What follows belongs to an exercise in optimizing a design on an open flow for a short achievable clock period and few clock cycles; a production flow would make more cautious choices. Only simulation tests tie the RTL to the original design; equivalence was not proved. No activity file was given, so power comes from the tool's default toggle rates.

==> flow/design.v <==
`timescale 1ns/1ps
package isa_pkg;
    typedef enum logic [1:0] {
        DATA   = 2'b00,
        MEMORY = 2'b01,
        BRANCH = 2'b10
    } op_class_e;
    typedef enum logic [3:0] {
        AND = 4'b0000,
        SUB = 4'b0010,
        ADD = 4'b0100,
        CMP = 4'b1010,
        ORR = 4'b1100,
        MOV = 4'b1101
    } alu_cmd_e;
    typedef enum logic [3:0] {
        EQ = 4'b0000,
        NE = 4'b0001,
        MI = 4'b0100,
        PL = 4'b0101,
        AL = 4'b1110
    } cond_e;
    typedef enum logic [1:0] {IMM8, IMM12, BR24} imm_src_e;
endpackage
`timescale 1ns/1ps
package pipe_pkg;
    typedef enum logic [1:0] {
        FWD_REG = 2'b00,
        FWD_WB  = 2'b01,
        FWD_MEM = 2'b10
    } fwd_sel_e;
endpackage
`timescale 1ns/1ps
module reg_file (
    input  logic                   clk,
    input  logic                   reset,
    input  logic [4-1:0] ra1,
    input  logic [4-1:0] ra2,
    input  logic [32-1:0]     pc_plus8,
    input  logic                   we,
    input  logic [4-1:0] wa,
    input  logic [32-1:0]     wd,
    output logic [32-1:0]     rd1,
    output logic [32-1:0]     rd2
);
    logic [32-1:0] regs [0:14];
    always_ff @(posedge clk or posedge reset) begin
        if (reset) begin
            for (int i = 0; i < 15; i++) begin
                regs[i] <= '0;
            end
        end else if (we && wa != 4'd15) begin
            regs[wa] <= wd;
        end
    end
    function automatic [32-1:0] read_port(input logic [4-1:0] ra);
        if (ra == 4'd15) begin
            read_port = pc_plus8;
        end else if (we && wa == ra) begin
            read_port = wd;
        end else begin
            read_port = regs[ra];
        end
    endfunction
    assign rd1 = read_port(ra1);
    assign rd2 = read_port(ra2);
endmodule
`timescale 1ns/1ps
module decode_stage (
    input  logic                   clk,
    input  logic                   reset,
    input  logic [32-1:0]     instr_f,
    input  logic [32-1:0]     pc_f,
    input  logic                   stall_f_d,
    input  logic                   flush_d,
    input  logic                   reg_write_w,
    input  logic [4-1:0] wa3_w,
    input  logic [32-1:0]     result_w,
    output logic [4-1:0] ra1_d,
    output logic [4-1:0] ra2_d,
    output logic [4-1:0] wa3_d,
    output logic [32-1:0]     rd1_d,
    output logic [32-1:0]     rd2_d,
    output logic [32-1:0]     ext_imm_d,
    output isa_pkg::alu_cmd_e      alu_cmd_d,
    output isa_pkg::cond_e         cond_d,
    output logic                   alu_src_d,
    output logic                   set_flags_d,
    output logic                   reg_write_d,
    output logic                   mem_write_d,
    output logic                   mem_to_reg_d,
    output logic                   branch_d
);
    logic [32-1:0] instr_d;
    logic [32-1:0] pc_d;
    logic               valid_d;
    isa_pkg::op_class_e          op_class;
    isa_pkg::imm_src_e           imm_src;
    logic               is_cmp;
    always_ff @(posedge clk or posedge reset) begin
        if (reset) begin
            valid_d <= 1'b0;
        end else if (flush_d) begin
            valid_d <= 1'b0;
        end else if (!stall_f_d) begin
            valid_d <= 1'b1;
        end
    end
    always_ff @(posedge clk) begin
        if (!stall_f_d) begin
            instr_d <= instr_f;
            pc_d    <= pc_f;
        end
    end
    assign op_class = isa_pkg::op_class_e'(instr_d[27:26]);
    assign cond_d   = isa_pkg::cond_e'(instr_d[31:28]);
    assign wa3_d    = instr_d[15:12];
    assign is_cmp   = isa_pkg::alu_cmd_e'(instr_d[24:21]) == isa_pkg::CMP;
    assign ra2_d = mem_write_d ? instr_d[15:12] : instr_d[3:0];
    always_comb begin
        alu_cmd_d    = isa_pkg::ADD;
        alu_src_d    = 1'b1;
        imm_src      = isa_pkg::IMM8;
        set_flags_d  = 1'b0;
        reg_write_d  = 1'b0;
        mem_write_d  = 1'b0;
        mem_to_reg_d = 1'b0;
        branch_d     = 1'b0;
        ra1_d        = instr_d[19:16];
        if (valid_d) begin
            case (op_class)
                isa_pkg::DATA: begin
                    alu_cmd_d   = isa_pkg::alu_cmd_e'(instr_d[24:21]);
                    alu_src_d   = instr_d[25];
                    set_flags_d = instr_d[20] || is_cmp;
                    reg_write_d = !is_cmp;
                end
                isa_pkg::MEMORY: begin
                    imm_src      = isa_pkg::IMM12;
                    reg_write_d  = instr_d[20];
                    mem_to_reg_d = instr_d[20];
                    mem_write_d  = !instr_d[20];
                end
                isa_pkg::BRANCH: begin
                    imm_src  = isa_pkg::BR24;
                    branch_d = 1'b1;
                    ra1_d    = 4'd15;
                end
                default: begin
                    branch_d = 1'b0;
                end
            endcase
        end
        if (wa3_d == 4'd15) begin
            reg_write_d = 1'b0;
        end
    end
    always_comb begin
        case (imm_src)
            isa_pkg::IMM12:   ext_imm_d = {20'b0, instr_d[11:0]};
            isa_pkg::BR24:    ext_imm_d = {{6{instr_d[23]}}, instr_d[23:0], 2'b00};
            default: ext_imm_d = {24'b0, instr_d[7:0]};
        endcase
    end
    reg_file u_reg_file (
        .clk      (clk),
        .reset    (reset),
        .ra1      (ra1_d),
        .ra2      (ra2_d),
        .pc_plus8 (pc_d + 32'd4 + 32'd4),
        .we       (reg_write_w),
        .wa       (wa3_w),
        .wd       (result_w),
        .rd1      (rd1_d),
        .rd2      (rd2_d)
    );
endmodule
`timescale 1ns/1ps
module execute_stage (
    input  logic                   clk,
    input  logic                   reset,
    input  logic                   bubble_e,
    input  logic [4-1:0] wa3_d,
    input  logic [32-1:0]     rd1_d,
    input  logic [32-1:0]     rd2_d,
    input  logic [32-1:0]     ext_imm_d,
    input  isa_pkg::alu_cmd_e      alu_cmd_d,
    input  isa_pkg::cond_e         cond_d,
    input  logic                   alu_src_d,
    input  logic                   set_flags_d,
    input  logic                   reg_write_d,
    input  logic                   mem_write_d,
    input  logic                   mem_to_reg_d,
    input  logic                   branch_d,
    input  pipe_pkg::fwd_sel_e     fwd_a_e,
    input  pipe_pkg::fwd_sel_e     fwd_b_e,
    input  logic [32-1:0]     alu_out_m,
    input  logic [32-1:0]     result_w,
    output logic [32-1:0]     alu_result_e,
    output logic [32-1:0]     write_data_e,
    output logic [4-1:0] wa3_e,
    output logic                   reg_write_e,
    output logic                   mem_write_e,
    output logic                   mem_to_reg_e,
    output logic                   branch_taken_e,
    output logic [32-1:0]     branch_target_e
);
    logic [32-1:0] rd1_q;
    logic [32-1:0] rd2_q;
    logic [32-1:0] ext_imm_q;
    isa_pkg::alu_cmd_e           alu_cmd_q;
    isa_pkg::cond_e              cond_q;
    logic               alu_src_q;
    logic               set_flags_q;
    logic               reg_write_q;
    logic               mem_write_q;
    logic               branch_q;
    logic               flag_n;
    logic               flag_z;
    logic               cond_ok;
    logic [32-1:0] src_a;
    logic [32-1:0] src_b;
    always_ff @(posedge clk or posedge reset) begin
        if (reset) begin
            set_flags_q  <= 1'b0;
            reg_write_q  <= 1'b0;
            mem_write_q  <= 1'b0;
            mem_to_reg_e <= 1'b0;
            branch_q     <= 1'b0;
        end else begin
            set_flags_q  <= set_flags_d && !bubble_e;
            reg_write_q  <= reg_write_d && !bubble_e;
            mem_write_q  <= mem_write_d && !bubble_e;
            mem_to_reg_e <= mem_to_reg_d && !bubble_e;
            branch_q     <= branch_d && !bubble_e;
        end
    end
    always_ff @(posedge clk) begin
        rd1_q     <= rd1_d;
        rd2_q     <= rd2_d;
        ext_imm_q <= ext_imm_d;
        alu_cmd_q <= alu_cmd_d;
        cond_q    <= cond_d;
        alu_src_q <= alu_src_d;
        wa3_e     <= wa3_d;
    end
    function automatic [32-1:0] fwd_mux(input pipe_pkg::fwd_sel_e sel,
                                                   input logic [32-1:0] reg_val);
        case (sel)
            pipe_pkg::FWD_MEM: fwd_mux = alu_out_m;
            pipe_pkg::FWD_WB:  fwd_mux = result_w;
            default: fwd_mux = reg_val;
        endcase
    endfunction
    assign src_a        = fwd_mux(fwd_a_e, rd1_q);
    assign write_data_e = fwd_mux(fwd_b_e, rd2_q);
    assign src_b        = alu_src_q ? ext_imm_q : write_data_e;
    always_comb begin
        case (alu_cmd_q)
            isa_pkg::AND:     alu_result_e = src_a & src_b;
            isa_pkg::SUB:     alu_result_e = src_a - src_b;
            isa_pkg::CMP:     alu_result_e = src_a - src_b;
            isa_pkg::ORR:     alu_result_e = src_a | src_b;
            isa_pkg::MOV:     alu_result_e = src_b;
            default: alu_result_e = src_a + src_b;
        endcase
    end
    always_comb begin
        case (cond_q)
            isa_pkg::EQ:      cond_ok = flag_z;
            isa_pkg::NE:      cond_ok = !flag_z;
            isa_pkg::MI:      cond_ok = flag_n;
            isa_pkg::PL:      cond_ok = !flag_n;
            isa_pkg::AL:      cond_ok = 1'b1;
            default: cond_ok = 1'b0;
        endcase
    end
    always_ff @(posedge clk or posedge reset) begin
        if (reset) begin
            flag_n <= 1'b0;
            flag_z <= 1'b0;
        end else if (set_flags_q && cond_ok) begin
            flag_n <= alu_result_e[32-1];
            flag_z <= alu_result_e == '0;
        end
    end
    assign reg_write_e     = reg_write_q && cond_ok;
    assign mem_write_e     = mem_write_q && cond_ok;
    assign branch_taken_e  = branch_q && cond_ok;
    assign branch_target_e = alu_result_e;
endmodule
`timescale 1ns/1ps
module mem_wb_stage (
    input  logic                   clk,
    input  logic                   reset,
    input  logic [32-1:0]     alu_result_e,
    input  logic [32-1:0]     write_data_e,
    input  logic [4-1:0] wa3_e,
    input  logic                   reg_write_e,
    input  logic                   mem_write_e,
    input  logic                   mem_to_reg_e,
    input  logic [32-1:0]     dmem_rdata,
    output logic [32-1:0]     dmem_addr,
    output logic [32-1:0]     dmem_wdata,
    output logic                   dmem_we,
    output logic [32-1:0]     alu_out_m,
    output logic [4-1:0] wa3_m,
    output logic                   reg_write_m,
    output logic                   mem_to_reg_m,
    output logic [32-1:0]     result_w,
    output logic [4-1:0] wa3_w,
    output logic                   reg_write_w
);
    logic               mem_to_reg_w;
    logic [32-1:0] alu_out_w;
    logic [32-1:0] read_data_w;
    always_ff @(posedge clk or posedge reset) begin
        if (reset) begin
            reg_write_m  <= 1'b0;
            mem_to_reg_m <= 1'b0;
            dmem_we      <= 1'b0;
            reg_write_w  <= 1'b0;
            mem_to_reg_w <= 1'b0;
        end else begin
            reg_write_m  <= reg_write_e;
            mem_to_reg_m <= mem_to_reg_e;
            dmem_we      <= mem_write_e;
            reg_write_w  <= reg_write_m;
            mem_to_reg_w <= mem_to_reg_m;
        end
    end
    always_ff @(posedge clk) begin
        alu_out_m   <= alu_result_e;
        dmem_wdata  <= write_data_e;
        wa3_m       <= wa3_e;
        alu_out_w   <= alu_out_m;
        read_data_w <= dmem_rdata;
        wa3_w       <= wa3_m;
    end
    assign dmem_addr = alu_out_m;
    assign result_w  = mem_to_reg_w ? read_data_w : alu_out_w;
endmodule
`timescale 1ns/1ps
module pipeline_control (
    input  logic                   clk,
    input  logic                   reset,
    input  logic [4-1:0] ra1_d,
    input  logic [4-1:0] ra2_d,
    input  logic [4-1:0] wa3_e,
    input  logic                   mem_to_reg_e,
    input  logic                   reg_write_m,
    input  logic [4-1:0] wa3_m,
    input  logic                   reg_write_w,
    input  logic [4-1:0] wa3_w,
    input  logic                   branch_taken_e,
    input  logic [32-1:0]     branch_target_e,
    output logic [32-1:0]     imem_addr,
    output logic                   stall_f_d,
    output logic                   bubble_e,
    output logic                   flush_d,
    output pipe_pkg::fwd_sel_e     fwd_a_e,
    output pipe_pkg::fwd_sel_e     fwd_b_e
);
    logic [4-1:0] ra1_e;
    logic [4-1:0] ra2_e;
    logic                   load_use;
    assign load_use  = mem_to_reg_e && (ra1_d == wa3_e || ra2_d == wa3_e);
    assign stall_f_d = load_use;
    assign bubble_e  = load_use || branch_taken_e;
    assign flush_d   = branch_taken_e;
    always_ff @(posedge clk or posedge reset) begin
        if (reset) begin
            imem_addr <= 32'h0000_0000;
        end else if (branch_taken_e) begin
            imem_addr <= branch_target_e;
        end else if (!load_use) begin
            imem_addr <= imem_addr + 32'd4;
        end
    end
    always_ff @(posedge clk) begin
        ra1_e <= ra1_d;
        ra2_e <= ra2_d;
    end
    function automatic pipe_pkg::fwd_sel_e fwd_select(input logic [4-1:0] ra);
        if (reg_write_m && wa3_m == ra) begin
            fwd_select = pipe_pkg::FWD_MEM;
        end else if (reg_write_w && wa3_w == ra) begin
            fwd_select = pipe_pkg::FWD_WB;
        end else begin
            fwd_select = pipe_pkg::FWD_REG;
        end
    endfunction
    assign fwd_a_e = fwd_select(ra1_e);
    assign fwd_b_e = fwd_select(ra2_e);
endmodule
`timescale 1ns/1ps
module cpu_core (
    input  logic                clk,
    input  logic                reset,
    output logic [32-1:0]  imem_addr,
    input  logic [32-1:0]  imem_data,
    output logic [32-1:0]  dmem_addr,
    output logic [32-1:0]  dmem_wdata,
    output logic                dmem_we,
    input  logic [32-1:0]  dmem_rdata
);
    logic                   stall_f_d;
    logic                   bubble_e;
    logic                   flush_d;
    pipe_pkg::fwd_sel_e               fwd_a_e;
    pipe_pkg::fwd_sel_e               fwd_b_e;
    logic [4-1:0] ra1_d;
    logic [4-1:0] ra2_d;
    logic [4-1:0] wa3_d;
    logic [32-1:0]     rd1_d;
    logic [32-1:0]     rd2_d;
    logic [32-1:0]     ext_imm_d;
    isa_pkg::alu_cmd_e               alu_cmd_d;
    isa_pkg::cond_e                  cond_d;
    logic                   alu_src_d;
    logic                   set_flags_d;
    logic                   reg_write_d;
    logic                   mem_write_d;
    logic                   mem_to_reg_d;
    logic                   branch_d;
    logic [32-1:0]     alu_result_e;
    logic [32-1:0]     write_data_e;
    logic [4-1:0] wa3_e;
    logic                   reg_write_e;
    logic                   mem_write_e;
    logic                   mem_to_reg_e;
    logic                   branch_taken_e;
    logic [32-1:0]     branch_target_e;
    logic [32-1:0]     alu_out_m;
    logic [4-1:0] wa3_m;
    logic                   reg_write_m;
    logic                   mem_to_reg_m;
    logic [32-1:0]     result_w;
    logic [4-1:0] wa3_w;
    logic                   reg_write_w;
    decode_stage u_decode (
        .instr_f (imem_data),
        .pc_f    (imem_addr),
        .*
    );
    execute_stage u_execute (.*);
    mem_wb_stage u_mem_wb (.*);
    pipeline_control u_control (.*);
endmodule
==> flow/run.sh <==
#!/bin/bash
# synth_recipe.tcl (not shown) runs the flow's synth.tcl, then flattens the netlist and writes it again
# the make line also repeats each setting of config.mk as NAME=value (left out here)
make -C /OpenROAD-flow-scripts/flow DESIGN_CONFIG=/design/flow/config.mk WORK_HOME=/design/flow/orfs CLKGATE_MAP_FILE= SYNTH_SCRIPT=/design/flow/synth_recipe.tcl finish
==> flow/config.mk <==
export PLATFORM = sky130hd
export DESIGN_NAME = cpu_core
export DESIGN_NICKNAME = cpu_core
export VERILOG_FILES = /design/flow/design.v
export SDC_FILE = /design/flow/constraint.sdc
export NUM_CORES = 4
export LEC_CHECK = 0
export CAP_MARGIN = 20
export CORE_MARGIN = 2
export CORE_UTILIZATION = 40
export SLEW_MARGIN = 20
==> flow/constraint.sdc <==
create_clock -name core_clock -period 8.0 [get_ports {clk}]
set_input_delay 1.6000 -clock core_clock [delete_from_list [all_inputs] [get_ports {clk}]]
set_output_delay 1.6000 -clock core_clock [all_outputs]
set_load 0.01 [all_outputs]
==> Implementation_results.wiki, run 1 <==
{| class="wikitable"
! Metric !! Value
|-
| Run status || complete, no violations
|-
| Flip-flop and latch count after synthesis || between 800 and 900
|-
| Total number of nets in the final design || ~4400
|-
| Number of DRC violations after detailed routing || 0
|-
| Total leakage power || approximately 0.019 uW
|-
| Peak supply drop || around 180 uV
|-
| Worst-case headroom to the max-slew limit || 19.0%
|-
| Count of warnings emitted by yosys || 6
|-
| Post-synthesis share of cell area spent on xor and xnor gates || roughly 3%
|-
| Post-CTS Hold Buffers || 0
|-
| Async SR Flop Fraction || between 60% and 70%
|-
| CTS clock-pin slew for the worst setup and hold paths || 0.06 ns
|-
| Wire length of the first global-routing pass || around 230 mm
|-
| Most repeated cell in the gate-level netlist after synthesis || sky130_fd_sc_hd__dfrtp_1
|-
| Site row count || roughly 110
|-
| Worst min-delay path class || flip-flop to flip-flop
|-
| End-of-flow core utilization || 46.7%
|-
| Worst-case clock skew || roughly 0.029 ns
|-
| FF/Latch Area || roughly 0.02 sq mm
|-
| Overflow left after global routing || 0
|-
| Count of unique library cells instantiated by Yosys || 86
|-
| Syn avg cell area || approximately 9.3 sq um
|-
| Initial antenna violation count || 3
|-
| Average vias per placed instance || approximately 6.3
|-
| Number of setup buffers added after CTS || 0
|-
| Via count of the first global-routing pass || roughly 34000
|-
| Area share of the leading cell type in the synthesized netlist || between 30 and 40%
|-
| Gate count of the mapped netlist || around 4200
|-
| Cell types with the highest counts after synthesis || sky130_fd_sc_hd__dfrtp_1, sky130_fd_sc_hd__a21oi_1, sky130_fd_sc_hd__nor2_1, sky130_fd_sc_hd__nand2_1, sky130_fd_sc_hd__a22oi_1
|-
| Pin slew with the least headroom to its limit || roughly 1.2 ns
|-
| Maximum buffer depth of the clock tree || 3
|-
| Critical path peak fanout || 60
|-
| Setup slack of the most critical reg-to-reg path || 0.81 ns
|-
| Fraction of final layout cells with drive strength greater than 1 || under 10%
|-
| Total CTS buffers || 89
|-
| Post-route fraction of the period consumed by the critical path || between 80% and 90%
|-
| Worst slack at placement || 1.07 ns
|-
| Post-synthesis share of cell area spent on and, or, nand and nor gates || roughly 15%
|-
| Antenna Nets Post-Route || 0
|-
| Top flip-flop cell by instance count after synthesis || sky130_fd_sc_hd__dfrtp_1
|-
| Starting DRT DRC Count || ~5000
|-
| Final WS setup || 0.813 ns
|-
| Sequential element share of the synthesized area || between 50% and 60%
|-
| Routed wire per std cell || approximately 29 um
|-
| Clock tree from TritonCTS || done
|-
| Number of clock sinks || about 840
|-
| Unrepaired setup endpoints after global routing || false
|-
| Post-synth top area cell || sky130_fd_sc_hd__dfrtp_1
|-
| Arrival time at the worst endpoint || 7.69 ns
|-
| Gates resized, CTS repair || 0
|-
| Number of vias in the routed layout || approximately 36000
|-
| Initial cell density of the core || around 40%
|-
| First drt pass iteration count || 10
|-
| Root Driver || sky130_fd_sc_hd__clkbuf_16
|-
| Adder and majority cell fraction of the synthesized area || roughly 1.4%
|-
| Final wirelength || between 150 and 200 mm
|-
| Die outline area || about 0.10 sq mm
|-
| Area added between synthesis and finish || 15.5%
|-
| Combined area of the multi-input logic cells || around 0.018 sq mm
|-
| Required @ worst endpoint || between 8 and 9 ns
|-
| Number of failing setup endpoints in the final timing report || 0
|-
| Type of element launching the critical path || flip-flop
|-
| Number of enable flip-flop cells after synthesis || 64
|-
| Number of fill cells || just over 9000
|-
| Port Buffers || ~160
|-
| Count of pins on the block boundary || around 160
|-
| Horizontal die dimension || roughly 320 um
|-
| Number of inserted diodes || 0
|-
| Detailed placer's ending HPWL || a little under 100 mm
|-
| Highest clock rate || about 140 MHz
|-
| Floorplan die height || 317 um
|-
| Cell area after synthesis || just under 0.04 sq mm
|-
| Pin count of the biggest net entering global routing || 173
|-
| Gp weighted congestion || approximately 0.94
|-
| Complex-gate fraction of the synthesized area || 23.6%
|-
| Biggest area contributors in the synthesized netlist || sky130_fd_sc_hd__dfrtp_1, sky130_fd_sc_hd__dfxtp_1, sky130_fd_sc_hd__a22oi_1, sky130_fd_sc_hd__a21oi_1, sky130_fd_sc_hd__edfxtp_1
|-
| Dominant combinational cell family by area after synthesis || compound AO/OA/AOI/OAI gates
|-
| Critical setup path kind || flip-flop to flip-flop
|-
| Total design power || 12800 uW
|-
| Clock Latency Late Sink || about 0.67 ns
|-
| Max-capacitance violation count || 0
|-
| Final count of hold timing violations || 0
|-
| Critical Path End Type || flip-flop
|-
| Pwr per Cell Area || ~280 mW/mm^2
|-
| Portion of netlist area occupied by mux cells || 2.13%
|-
| Final Hold Slack || ~0.34 ns
|-
| Max-slew violation count || 0
|-
| Global-route usage over all layers || between 30% and 40%
|-
| Number of H-tree branching levels || 3
|-
| Post-Syn Nets || between 4000 and 5000
|-
| Core Area || about 0.097 sq mm
|-
| Final period demand of the worst path || 7.19 ns
|}
==> cell type report <==
cell class | instances | share of cell area, %
multi-input combinational | 3024 | 40.0
clock inverter | 27 | 0.467
inverter | 41 | 0.348
tap | 1276 | 3.52
clock buffer | 140 | 6.10
timing repair buffer | 269 | 5.41
sequential | 836 | 44.1
==> power breakdown <==
group          switching [uW]  internal [uW]
combinational            1760           1070
sequential                789           4970
clock                    1780           2440
total                    4330           8490
==> cell usage in the layout, fill, tap and decap left out, types with 24 or more instances in the layout <==
cell type	instances
sky130_fd_sc_hd__dfrtp_1	524
sky130_fd_sc_hd__a21oi_1	508
sky130_fd_sc_hd__nor2_1	423
sky130_fd_sc_hd__nand2_1	366
sky130_fd_sc_hd__a22oi_1	351
sky130_fd_sc_hd__o21ai_0	299
sky130_fd_sc_hd__dfxtp_1	246
sky130_fd_sc_hd__clkdlybuf4s50_1	162
sky130_fd_sc_hd__nand3_1	155
sky130_fd_sc_hd__buf_4	105
sky130_fd_sc_hd__clkbuf_16	94
sky130_fd_sc_hd__nor3_1	73
sky130_fd_sc_hd__xor2_1	67
sky130_fd_sc_hd__xnor2_1	67
sky130_fd_sc_hd__nand4_1	67
sky130_fd_sc_hd__edfxtp_1	64
sky130_fd_sc_hd__a222oi_1	63
sky130_fd_sc_hd__and3_1	60
sky130_fd_sc_hd__o31ai_1	57
sky130_fd_sc_hd__mux2i_1	49
sky130_fd_sc_hd__ha_1	41
sky130_fd_sc_hd__inv_1	37
sky130_fd_sc_hd__nor2_4	32
sky130_fd_sc_hd__and2_1	32
sky130_fd_sc_hd__a22o_1	26
sky130_fd_sc_hd__a221oi_1	24
sky130_fd_sc_hd__clkbuf_8	24
==> metal layers <==
layer	wire length [um]	share of wire (%)	GRT usage, %
met1	65700	41	43.8
met2	68700	43	45.7
met3	17600	11	8.25
met4	8190	5.1	14.0
met5	25	0.016	0
==> metrics by stage <==
step / cells / setup TNS, ns / instance area (sq um)
finish: 5613 / 0 / 45300
global route: 5613 / 0 / 45300
CTS: 5613 / 0 / 45300
detailed placement: 5446 / 0 / 42300
global placement: 5446 / 0 / 42300
floorplan: 4234 / -385.44 / 39300
==> critical path, cell delays in order (launching register included) <==
cell                       delay (ns)
sky130_fd_sc_hd__dfxtp_1         0.60
sky130_fd_sc_hd__xnor2_1         0.16
sky130_fd_sc_hd__and2_2          0.83
sky130_fd_sc_hd__and2_1          0.58
sky130_fd_sc_hd__and3_1          0.24
sky130_fd_sc_hd__o311ai_1        0.13
sky130_fd_sc_hd__nor2b_1         0.43
sky130_fd_sc_hd__nor4b_4         0.52
sky130_fd_sc_hd__nand3_1         0.20
sky130_fd_sc_hd__nand2_1         0.13
sky130_fd_sc_hd__xnor2_1         0.08
sky130_fd_sc_hd__ha_1            0.38
sky130_fd_sc_hd__o21ai_0         0.13
sky130_fd_sc_hd__a22oi_1         0.24
sky130_fd_sc_hd__a31o_2          0.24
sky130_fd_sc_hd__nand2_1         0.12
sky130_fd_sc_hd__nor4b_1         0.81
sky130_fd_sc_hd__o211ai_1        0.20
sky130_fd_sc_hd__a21bo_2         0.28
sky130_fd_sc_hd__a41o_1          0.25
sky130_fd_sc_hd__or2_2           0.29
sky130_fd_sc_hd__nor2_1          0.13
sky130_fd_sc_hd__a21oi_1         0.05
==> logic make-up after synthesis <==
| group | after synthesis |
|---|---|
| buffers and inverters | 374 |
| multiplexers | 77 |
| adder cells (fa/ha/maj) | 42 |
| AND/OR/NAND/NOR | 1309 |
| XOR/XNOR | 134 |
| AO/OA/AOI/OAI | 1462 |
| flip-flops | 836 |
==> flip-flops by register name (all words and copies together) (netlist names), 26 cells and up <==
signal	flops
u_mem_wb.alu_out_w	32
u_control.imem_addr	32
u_decode.pc_d	32
u_mem_wb.dmem_wdata	32
u_mem_wb.read_data_w	32
u_execute.ext_imm_q	26
u_decode.instr_d	32
u_execute.rd1_q	32
u_mem_wb.alu_out_m	32
u_execute.rd2_q	32
u_decode.u_reg_file.regs	480
==> worst paths after layout <==
check	from	endpoint	cells past startpoint
max in group asynchronous	reset	u_mem_wb.mem_to_reg_w	3
min reg2reg	u_decode.instr_d[29]	u_execute.cond_q[1]	0
max	u_mem_wb.wa3_w[1]	u_control.imem_addr[30]	22
min	u_decode.instr_d[29]	u_execute.cond_q[1]	0
max reg2reg	u_mem_wb.wa3_w[1]	u_control.imem_addr[30]	22
min in group asynchronous	reset	u_decode.u_reg_file.regs[4][23]	2
Testbench counts, summed over its fixed seeds: cycles 79,486.
==> run 2, diff against run 1 <==
--- a/flow/config.mk
+++ b/flow/config.mk
@@ -6,6 +6,10 @@
 export NUM_CORES = 4
 export LEC_CHECK = 0
+export ABC_AREA = 0
+export ABC_CLOCK_PERIOD_IN_PS = 2500
 export CAP_MARGIN = 20
 export CORE_MARGIN = 2
 export CORE_UTILIZATION = 40
+export SETUP_SLACK_MARGIN = 5
 export SLEW_MARGIN = 20
+export TNS_END_PERCENT = 100
==> run 2 against run 1 <==
Net effect: largest power group unchanged; highest routed layer unchanged; worst hold slack worse by 0.0043 ns; largest cell class is now multi-input gates; clock-buffer cell count down 9; first-iteration DRC count rose by 21%.
==> Implementation_results.wiki, run 2 <==
{| class="wikitable"
! Metric !! Value
|-
| Clock tree from TritonCTS || done
|-
| Starting DRT DRC Count || between 6000 and 7000
|-
| Total CTS buffers || a little under 90
|-
| Count of pins on the block boundary || about 160
|-
| Fraction of final layout cells with drive strength greater than 1 || between 20% and 30%
|-
| Syn avg cell area || between 9 and 10 sq um
|-
| Pwr per Cell Area || around 270 mW/mm^2
|-
| Worst Hold Path Cells || 0
|-
| Detailed placer's ending HPWL || 98.8 mm
|-
| Total number of nets in the final design || ~4700
|-
| Worst slack at placement || between 1 and 1.5 ns
|-
| Post-Syn Nets || 4342
|-
| Number of DRC violations after detailed routing || 0
|-
| Maximum buffer depth of the clock tree || 3
|-
| Gp weighted congestion || ~0.94
|-
| Type of element launching the critical path || flip-flop
|-
| Flip-flop and latch count after synthesis || approximately 840
|-
| Number of failing setup endpoints in the final timing report || 0
|-
| Family of cells with the greatest summed delay on the critical path || compound AO/OA/AOI/OAI gates
|-
| Cell count of the worst reg-to-reg path || 23
|-
| Most common cell after layout, fill and taps aside || sky130_fd_sc_hd__dfrtp_1
|-
| Pin count of the biggest net entering global routing || ~180
|-
| Biggest area contributors in the synthesized netlist || sky130_fd_sc_hd__dfrtp_1, sky130_fd_sc_hd__dfxtp_1, sky130_fd_sc_hd__a22oi_1, sky130_fd_sc_hd__a21oi_1, sky130_fd_sc_hd__edfxtp_1
|-
| Area added between synthesis and finish || 31.5%
|-
| Max stage delay on crit path || roughly 0.55 ns
|-
| Via count of the first global-routing pass || 36353
|-
| Slowest cell on the critical path || sky130_fd_sc_hd__dfrtp_2
|-
| Wire length of the first global-routing pass || approximately 250 mm
|-
| Root Driver || sky130_fd_sc_hd__clkbuf_16
|-
| Critical setup path kind || flip-flop to flip-flop
|-
| Required @ worst endpoint || between 8 and 9 ns
|-
| Overflow left after global routing || 0
|-
| Commonest cells after routing, fill and taps aside || sky130_fd_sc_hd__dfrtp_1, sky130_fd_sc_hd__a21oi_1, sky130_fd_sc_hd__nor2_1, sky130_fd_sc_hd__nand2_1, sky130_fd_sc_hd__a22oi_1
|-
| Average vias per placed instance || ~6.4
|-
| Final WS setup || 2.42 ns
|-
| Initial antenna violation count || 7
|-
| WP depth || 23
|-
| Site row count || around 110
|-
| Final count of hold timing violations || 0
|-
| Final wirelength || roughly 180 mm
|-
| Worst-case clock skew || around 0.023 ns
|-
| Total leakage power || roughly 0.021 uW
|-
| Critical Path End Type || flip-flop
|-
| Top flip-flop cell by instance count after synthesis || sky130_fd_sc_hd__dfrtp_1
|-
| Max-capacitance violation count || 0
|-
| Horizontal die dimension || between 300 and 400 um
|-
| Port Buffers || approximately 160
|-
| Chain of cells forming the critical path || and2_4 > buf_12 > a211oi_2 > a31o_4 > a221oi_2 > nand3b_1 > buf_4 > nor4b_4 > buf_4 > and2_4 > a21oi_2 > xor2_1 > ha_1 > a21o_1 > nor3_2 > a21bo_4 > nor4b_4 > a311o_1 > a221o_1 > or4_4 > nor4_4 > o2111ai_1 > o21ai_1
|-
| Number of enable flip-flop cells after synthesis || 64
|-
| Run status || complete, no violations
|-
| Antenna Nets Post-Route || 0
|-
| Unrepaired setup endpoints after global routing || true
|-
| Critical path peak fanout || 12
|-
| Cell area after synthesis || 0.0393 sq mm
|-
| Peak supply drop || ~210 uV
|-
| Worst min-delay path class || flip-flop to flip-flop
|-
| Count of warnings emitted by yosys || 6
|-
| Core Area || slightly below 0.1 sq mm
|-
| Initial cell density of the core || between 40% and 50%
|-
| Async SR Flop Fraction || a little over three fifths
|-
| Global-route usage over all layers || roughly 35%
|-
| Final Hold Slack || around 0.34 ns
|-
| Worst-case headroom to the max-slew limit || between 20% and 30%
|-
| Post-synth top area cell || sky130_fd_sc_hd__dfrtp_1
|-
| Final period demand of the worst path || ~5.6 ns
|-
| Most repeated cell in the gate-level netlist after synthesis || sky130_fd_sc_hd__dfrtp_1
|-
| Number of vias in the routed layout || 38328
|-
| Highest clock rate || ~180 MHz
|-
| Routed wire per std cell || a little over 30 um
|-
| Largest register by flop count || u_decode.u_reg_file.regs
|-
| Arrival time at the worst endpoint || 6.17 ns
|-
| Die outline area || 0.101 sq mm
|-
| Gate count of the mapped netlist || about 4200
|-
| Number of clock sinks || about 840
|-
| Clock Latency Late Sink || about 0.68 ns
|-
| First drt pass iteration count || 8
|-
| Max FFs per register || 480
|-
| Post-route fraction of the period consumed by the critical path || 69.7%
|-
| CTS clock-pin slew for the worst setup and hold paths || roughly 0.070 ns
|-
| Pin slew with the least headroom to its limit || approximately 1.1 ns
|-
| Area share of the leading cell type in the synthesized netlist || approximately 33%
|-
| Fin Setup TNS || 0 ns
|-
| Sequential element share of the synthesized area || 51.0%
|-
| Combined buffer and inverter count along the critical path || 3
|-
| Post-CTS Hold Buffers || 0
|-
| Number of fill cells || 8708
|-
| Floorplan die height || between 300 and 400 um
|-
| Count of unique library cells instantiated by Yosys || 86
|-
| Max-slew violation count || 0
|-
| Cell types with the highest counts after synthesis || sky130_fd_sc_hd__dfrtp_1, sky130_fd_sc_hd__a21oi_1, sky130_fd_sc_hd__nor2_1, sky130_fd_sc_hd__nand2_1, sky130_fd_sc_hd__a22oi_1
|-
| Number of H-tree branching levels || 3
|}
-- run 2: cell counts after synthesis --
Identical to the previous run, type by type.
-- run 2: through the flow --
| step | instance area [sq um] | util, % | total power [uW] | instances |
|---|---|---|---|---|
| after global routing | 51600 | 53.2 | 14200 | 5957 |
| after detailed placement | 42700 | 44.0 | 8640 | 5439 |
| final | 51600 | 53.2 | 13800 | 5960 |
| after global placement | 42700 | 44.0 | 8630 | 5439 |
| after CTS | 50200 | 51.8 | 13400 | 5881 |
| after floorplan | 39700 | - | 7160 | 4234 |
-- run 2: final timing paths --
check / slack [ns] / from / endpoint
hold / removal: 0.34 / u_decode.instr_d[30] / u_execute.cond_q[2]
min in group asynchronous: 1.52 / reset / u_decode.u_reg_file.regs[2][30]
hold reg to reg: 0.34 / u_decode.instr_d[30] / u_execute.cond_q[2]
setup reg to reg: 2.42 / u_mem_wb.reg_write_w / u_execute.flag_z
max in group asynchronous: 5.47 / reset / u_control.imem_addr[11]
setup / recovery: 2.42 / u_mem_wb.reg_write_w / u_execute.flag_z
-- run 2: logic make-up after synthesis --
| logic type | synth area share, % |
|---|---|
| AND/OR/NAND/NOR | 15.2 |
| adder cells (fa/ha/maj) | 1.36 |
| multiplexers | 2.13 |
| AO/OA/AOI/OAI | 23.6 |
| flip-flops | 51.0 |
| XOR/XNOR | 2.99 |
| buffers and inverters | 3.81 |
-- run 2: cell type report --
type / instances / area (sq um) / share of cell area, %
clock inverter: 33 / 378 / 0.732
sequential: 836 / 20200 / 39.1
clock buffer: 131 / 2590 / 5.03
tap: 1276 / 1600 / 3.09
timing repair inverter: 2 / 21.3 / 0.0412
inverter: 41 / 190 / 0.369
multi-input combinational: 3034 / 20400 / 39.5
antenna: 3 / 7.51 / 0.0145
timing repair buffer: 604 / 6250 / 12.1
-- run 2: layer usage --
layer	vias up	share of wire [%]	track usage, %
met2	2667	42	49.5
met4	8	6.1	18.3
met1	18679	39	46.2
li1	16277	-	-
met3	697	13	11.4
met5	-	0.032	0
-- run 2: repair_timing --
| item | CTS | global route |
|---|---|---|
| gates resized for setup | 659 | 148 |
| setup buffers | 250 | 70 |
| cloned | 28 | 6 |
| pin swaps | 143 | 103 |
| setup endpoints to repair | 404 | 369 |
-- run 2: report_power, final --
part           switching (uW)  total [uW]  internal (uW)  leakage, uW
combinational            2240        3750           1510       0.0101
clock                    1840        4290           2450      0.00145
sequential                710        5720           5010      0.00981
total                    4790       13800           8970       0.0214

what the ideal ports hide:
How much do the figures lean on ideal ports? The routed layouts below were timed once more, with nothing changed but the port constraints. Step 1: set_driving_cell puts a clkbuf_16 on clk and a buf_2 on each other input, an assumption about the parent block. Step 2 moves the port delays by t, midway between the first and last clock arrival at a register: inputs arrive t later, outputs are due t later. That takes back most of the time a late clock gives input paths. a / b / c = ideal ports / drivers / drivers and shift; a / b = the first two.
| run | t, ns | slack for setup (ns) | hold slack, ns | worst setup path at the end | worst data-port slew with drivers (ns) |
|---|---|---|---|---|---|
| run 1 | 0.722 | 0.813 / 0.813 / 0.813 | 0.344 / 0.344 / 0.344 | register to register | 0.10 |
| run 2 | 0.743 | 2.423 / 2.423 / 2.423 | 0.339 / 0.339 / 0.339 | register to register | 0.09 |
After both steps every run listed still meets setup and hold.
